Background: an optimization exercise with open tools, aiming at small area and a short achievable clock period. Do not read the settings as production practice. At most, simulation tests tie the RTL to the original design; equivalence was not proved. Power and IR drop assume default switching activity.

Design echo_train_gen, start of the top module:
module echo_train_gen #(
  parameter int N_ECHO  = 5,
  parameter int DW      = 10,
  parameter int CNT_W   = 16,
  parameter int PERIOD  = 200,
  parameter int NOISE_W = 4
) (
  input  logic                          clk,
  input  logic                          reset,
  input  logic                          start,
  input  logic                          stop,
  input  logic                          mode,
  input  logic                          noise_en,
  input  logic [8*(N_ECHO+1)-1:0]       amp_i,
  input  logic [CNT_W*(N_ECHO+1)-1:0]   delay_i,
  output logic [DW-1:0]                 sum_o,
  output logic [7:0]                    start_o,
  output logic                          busy,
  output logic                          frame_o
);
  localparam int NP = N_ECHO + 1;
  logic             run_q;
  logic             last_q;
  logic             first_q;
  logic [7:0]       cnt_q;
  logic [15:0]      lfsr_q;
  logic [DW-1:0]    sum_q;
  logic [7:0]       st_q;
  logic             frame_q;
  logic [7:0]       amp_q [NP];
  logic [8:0]       pos_q [NP];
  logic [7:0]       sb_q  [NP];
  logic [7:0]       h1_q  [NP];
  logic [7:0]       h2_q  [NP];
  logic             hc_q  [NP];
  logic [10:0]      y1_q, y2_q, y3_q;
  logic [7:0]       p0_q;
  logic go, ld;
  assign go = run_q && !stop;
  assign ld = !run_q || last_q;
  logic [7:0] sb_d [NP];
  for (genvar k = 0; k < NP; k++) begin : g_shape
    logic [8:0] u;
    logic       win;
    logic [7:0] s4;
    assign u = pos_q[k];
    assign win = (u[8:4] == 5'd0 && u[3:0] <= 4'd11) || (u[8:2] == 7'h7F);
  ...
export LEC_CHECK = 0
export CAP_MARGIN = 20
export CORE_MARGIN = 2
export CORE_UTILIZATION = 40
export SETUP_SLACK_MARGIN = 5
export SLEW_MARGIN = 20
create_clock -name core_clock -period 10.5 [get_ports {clk}]
standard.sh (not shown) runs the stock make flow with config.mk's settings and CLKGATE_MAP_FILE= SYNTH_SCRIPT=/design/flow/synth_recipe.tcl, a recipe that flattens the netlist after the stock synthesis.
==> flow/flow/run.sh <==
#!/bin/bash
set -euo pipefail
MARGIN=${MARGIN:-7}
sed "s/SETUP_SLACK_MARGIN=[0-9.]*/SETUP_SLACK_MARGIN=$MARGIN/" standard.sh > standard_margin.sh
bash standard_margin.sh > standard.log 2>&1
The baseline completed without violations.
Edit:
==> flow/flow/run.sh (replaced) <==
#!/bin/bash
set -euo pipefail
MARGIN=${MARGIN:-7}
PORTBUF=${PORTBUF:-sky130_fd_sc_hd__buf_1}
sed -e "s/SETUP_SLACK_MARGIN=[0-9.]*/SETUP_SLACK_MARGIN=$MARGIN/" \
    -e "s/\"\${@:-finish}\"/BUFFER_PORTS_ARGS='-buffer_cell $PORTBUF' \"\${@:-finish}\"/" \
    standard.sh > standard_flow.sh
bash standard_flow.sh > standard.log 2>&1
After rerunning:
- synthesized cell count is unchanged
- non-clock buffer count grows by 6
- register-to-register slack gains 0.02 ns
- power is lower slightly
- area after synthesis is unchanged
- via count rises slightly
No functional check of the RTL was part of any run of this note.


echo_train_gen, a different RTL version from the one above (not shown whole).
Size: about 310 flip-flops, about 170 I/O pins.
// echo_train_gen
module echo_train_gen #(
  parameter int N_ECHO  = 5,
  parameter int DW      = 10,
  parameter int CNT_W   = 16,
  parameter int PERIOD  = 200,
  parameter int NOISE_W = 4
) (
  input  logic                          clk,
  input  logic                          reset,
  input  logic                          start,
  input  logic                          stop,
  input  logic                          mode,
  input  logic                          noise_en,
  input  logic [8*(N_ECHO+1)-1:0]       amp_i,
  input  logic [CNT_W*(N_ECHO+1)-1:0]   delay_i,
  output logic [DW-1:0]                 sum_o,
  output logic [7:0]                    start_o,
  output logic                          busy,
  output logic                          frame_o
);
clock: 10.5 ns
lec_check: 0
cap_margin: 20
core_margin: 2
core_utilization: 50
cts_cluster_diameter: 120
cts_cluster_size: 25
place_density: 0.8
setup_slack_margin: 5
slew_margin: 20
==> flow/flow/run.sh <==
#!/bin/bash
set -euo pipefail
MARGIN=${MARGIN:-7.0}
PORTBUF=${PORTBUF:-sky130_fd_sc_hd__buf_1}
sed -e "s/SETUP_SLACK_MARGIN=[0-9.]*/SETUP_SLACK_MARGIN=$MARGIN/" \
    -e "s/\"\${@:-finish}\"/BUFFER_PORTS_ARGS='-buffer_cell $PORTBUF' \"\${@:-finish}\"/" \
    standard.sh > standard_flow.sh
bash standard_flow.sh > standard.log 2>&1
The starting point passed the timing, DRC and antenna checks.
Edit:
--- a/flow/flow/run.sh
+++ b/flow/flow/run.sh
@@ -3 +3 @@
-MARGIN=${MARGIN:-7.0}
+MARGIN=${MARGIN:-7.1}
- CORE_UTILIZATION: 50 -> 45
- PLACE_DENSITY: 0.8 -> 0.75
Effect:
- combinational power came out higher by about 2%
- non-clock buffer count came out higher by 2
- via count came out lower by 1.1%
- wire length came out higher by about 1.4%
- die area came out higher by 11%
- clock power came out higher by 2.8%
- area after synthesis stays the same
- core utilization came out lower by 5.3 points
Edit:
- CORE_UTILIZATION: 45 -> 50
- CTS_CLUSTER_DIAMETER: 120 -> 100
- CTS_CLUSTER_SIZE: 25 -> 30
- PLACE_DENSITY: 0.75 -> 0.8
Result: Area after synthesis is unchanged; die area falls by roughly a tenth; cell count falls by a few percent; design area stays flat; sequential power stays flat; first-iteration DRC count rises by a few percent; critical path depth falls by 4; via count rises by a few percent.
Edit:
--- a/flow/flow/run.sh
+++ b/flow/flow/run.sh
@@ -3 +3 @@
-MARGIN=${MARGIN:-7.1}
+MARGIN=${MARGIN:-7.2}
=>
- via count went up by about 1.4%
- setup slack gains 6.6 ps
- first-iteration DRC count is higher by 3.4%
- cell area grows by about 1%
- flip-flop and latch count stays the same
Edit:
--- a/flow/flow/run.sh
+++ b/flow/flow/run.sh
@@ -3 +3 @@
-MARGIN=${MARGIN:-7.2}
+MARGIN=${MARGIN:-7.1}
- CTS_CLUSTER_DIAMETER: 100 -> 120
- CTS_CLUSTER_SIZE: 30 -> 25
Result: Utilization is lower by 0.83 points. Worst setup slack is worse by 11 ps. Design area shrinks by 1.4%. Non-clock buffer count came out lower by 11. Hold slack is better by 6.6 ps.


Setup of indigo:
echo_train_gen again, from the RTL that the note above started with.
clock: 10.5 ns
lec_check: 0
cap_margin: 20
core_margin: 2
core_utilization: 50
cts_cluster_diameter: 120
cts_cluster_size: 25
place_density: 0.8
setup_slack_margin: 5
slew_margin: 20
==> flow/flow/run.sh <==
#!/bin/bash
set -euo pipefail
MARGIN=${MARGIN:-7.2}
PORTBUF=${PORTBUF:-sky130_fd_sc_hd__buf_1}
sed -e "s/SETUP_SLACK_MARGIN=[0-9.]*/SETUP_SLACK_MARGIN=$MARGIN/" \
    -e "s/\"\${@:-finish}\"/BUFFER_PORTS_ARGS='-buffer_cell $PORTBUF' \"\${@:-finish}\"/" \
    standard.sh > standard_flow.sh
RES="$PWD/orfs/results/sky130hd/echo_train_gen/base"
bash standard_flow.sh "$RES/1_2_yosys.v" > synth.log 2>&1
cp "$RES/1_2_yosys.v" "$RES/1_2_yosys_standard.v"
python3 flow/polarity.py "$RES/1_2_yosys_standard.v" "$RES/1_2_yosys.v" > polarity.log 2>&1
bash standard_flow.sh > standard.log 2>&1
Other scripts of this flow, unchanged in this note and not shown: flow/flow/polarity.py
[inputs] violet vs indigo
--- a/flow/flow/run.sh
+++ b/flow/flow/run.sh
@@ -2,3 +2,3 @@
 set -euo pipefail
-MARGIN=${MARGIN:-7.2}
+MARGIN=${MARGIN:-7.4}
 PORTBUF=${PORTBUF:-sky130_fd_sc_hd__buf_1}
==> comparison <==
- Between violet and indigo, the layout overhead on the synthesized area is higher for violet.
- violet vs. indigo: cell count along the critical path went up; leakage dissipation went up.
- Power: violet draws more than indigo
- indigo → violet: part of the power in the clock network went down by 0.5 points, worst setup slack was more or less identical, non-clock buffer count went up by 60, top achievable clock speed was more or less identical.
- Going from indigo to violet, fraction of power consumed by combinational cells grows by 1.2 points.


Another version of the RTL of echo_train_gen (not shown whole).
Size in the first run: roughly 2,400 cells after synthesis, ~310 flip-flops, about 23,000 µm² of cells after synthesis.
==> flow/design.v (excerpt) <==
module echo_train_gen #(
  parameter int N_ECHO  = 5,
  parameter int DW      = 10,
  parameter int CNT_W   = 16,
  parameter int PERIOD  = 200,
  parameter int NOISE_W = 4
) (
  input  logic                          clk,
  input  logic                          reset,
  input  logic                          start,
  input  logic                          stop,
  input  logic                          mode,
  input  logic                          noise_en,
  input  logic [8*(N_ECHO+1)-1:0]       amp_i,
  input  logic [CNT_W*(N_ECHO+1)-1:0]   delay_i,
  output logic [DW-1:0]                 sum_o,
  output logic [7:0]                    start_o,
  output logic                          busy,
  output logic                          frame_o
);
Settings: LEC_CHECK=0, CAP_MARGIN=20, CORE_MARGIN=2, CORE_UTILIZATION=40, CTS_CLUSTER_DIAMETER=80, CTS_CLUSTER_SIZE=40, SETUP_SLACK_MARGIN=5, SLEW_MARGIN=20; clock period 10.5 ns.
==> flow/flow/run.sh <==
#!/bin/bash
set -euo pipefail
MARGIN=${MARGIN:-7}
PORTBUF=${PORTBUF:-sky130_fd_sc_hd__buf_1}
sed -e "s/SETUP_SLACK_MARGIN=[0-9.]*/SETUP_SLACK_MARGIN=$MARGIN/" \
    -e "s/\"\${@:-finish}\"/BUFFER_PORTS_ARGS='-buffer_cell $PORTBUF' \"\${@:-finish}\"/" \
    standard.sh > standard_flow.sh
bash standard_flow.sh > standard.log 2>&1
Next try:
CTS_CLUSTER_DIAMETER = 100   (was 80)
CTS_CLUSTER_SIZE = 30   (was 40)
=> Wire length went down by 0.54%. Non-clock buffer count came out lower by 4. Register-to-register slack hardly moves. Cell area drops by 1.2%. Global-route usage stays flat. Sequential power is about the same. Total power fell by 8.1%. Synthesized cell count does not change. Setup slack is better by 0.013 ns.
Next try:
CORE_UTILIZATION = 60   (was 40)
PLACE_DENSITY = 0.85   (was unset)
Via count went up by about 3.6%.
Synthesized cell count stays the same.
Total power went down by about 5.7%.
Non-clock buffer count went up by 7.
Wire length went down by about 1.3%.
Fmax went down by 0.63%.
Next try:
CORE_UTILIZATION = 40   (was 60)
CTS_CLUSTER_DIAMETER = unset   (was 100)
CTS_CLUSTER_SIZE = unset   (was 30)
PLACE_DENSITY = unset   (was 0.85)
Wire length is higher by 2.6%.
Via count came out lower by 2.5%.
Die area grows by 49%.

-- afterwards: timing with drivers on the ports --
In the flow no input, the clock included, has a driving cell. The finished layouts below were timed again as built, in two steps.
Step 1, drivers: a clkbuf_16 drives clk and a buf_2 each remaining input, both assumed.
Step 2 moves the port delays by t, midway between the first and last clock arrival at a register: inputs arrive t later, outputs are due t later. That takes back most of the time a late clock gives input paths.
Three values: no drivers, after step 1, after step 2; two values: the first two.
run	t, ns	setup slack, ns	hold slack, ns	worst data-port slew with drivers (ns)
the first run of note 1	0.619	7.060 / 7.029 / 6.755	0.462 / 0.462 / 0.462	0.05
the second run of note 1	0.624	7.076 / 7.044 / 6.699	0.439 / 0.439 / 0.439	0.05
the first run of note 2	0.581	7.071 / 7.071 / 6.676	0.340 / 0.340 / 0.340	0.05
the second run of note 2	0.577	7.085 / 7.085 / 6.775	0.338 / 0.338 / 0.338	0.05
the third run of note 2	0.569	7.116 / 7.116 / 6.640	0.345 / 0.345 / 0.345	0.05
the fourth run of note 2	0.591	7.122 / 7.122 / 6.763	0.335 / 0.335 / 0.335	0.04
the fifth run of note 2	0.566	7.111 / 7.111 / 6.614	0.342 / 0.342 / 0.342	0.05
indigo	0.573	7.202 / 7.202 / 6.737	0.338 / 0.338 / 0.338	0.04
violet	0.583	7.201 / 7.201 / 6.764	0.344 / 0.344 / 0.344	0.06
the first run of note 4	0.621	7.039 / 7.039 / 6.648	0.343 / 0.343 / 0.343	0.05
the second run of note 4	0.597	7.052 / 7.052 / 6.664	0.346 / 0.346 / 0.346	0.05
the third run of note 4	0.581	7.030 / 7.030 / 6.655	0.346 / 0.346 / 0.346	0.04
the fourth run of note 4	0.598	7.057 / 7.057 / 6.664	0.333 / 0.333 / 0.333	0.05
After both steps every run listed still meets setup and hold. For the fifth run of note 2, which loses most, drivers alone change the setup slack by 0.000 ns; drivers and shift together by -0.497 ns.
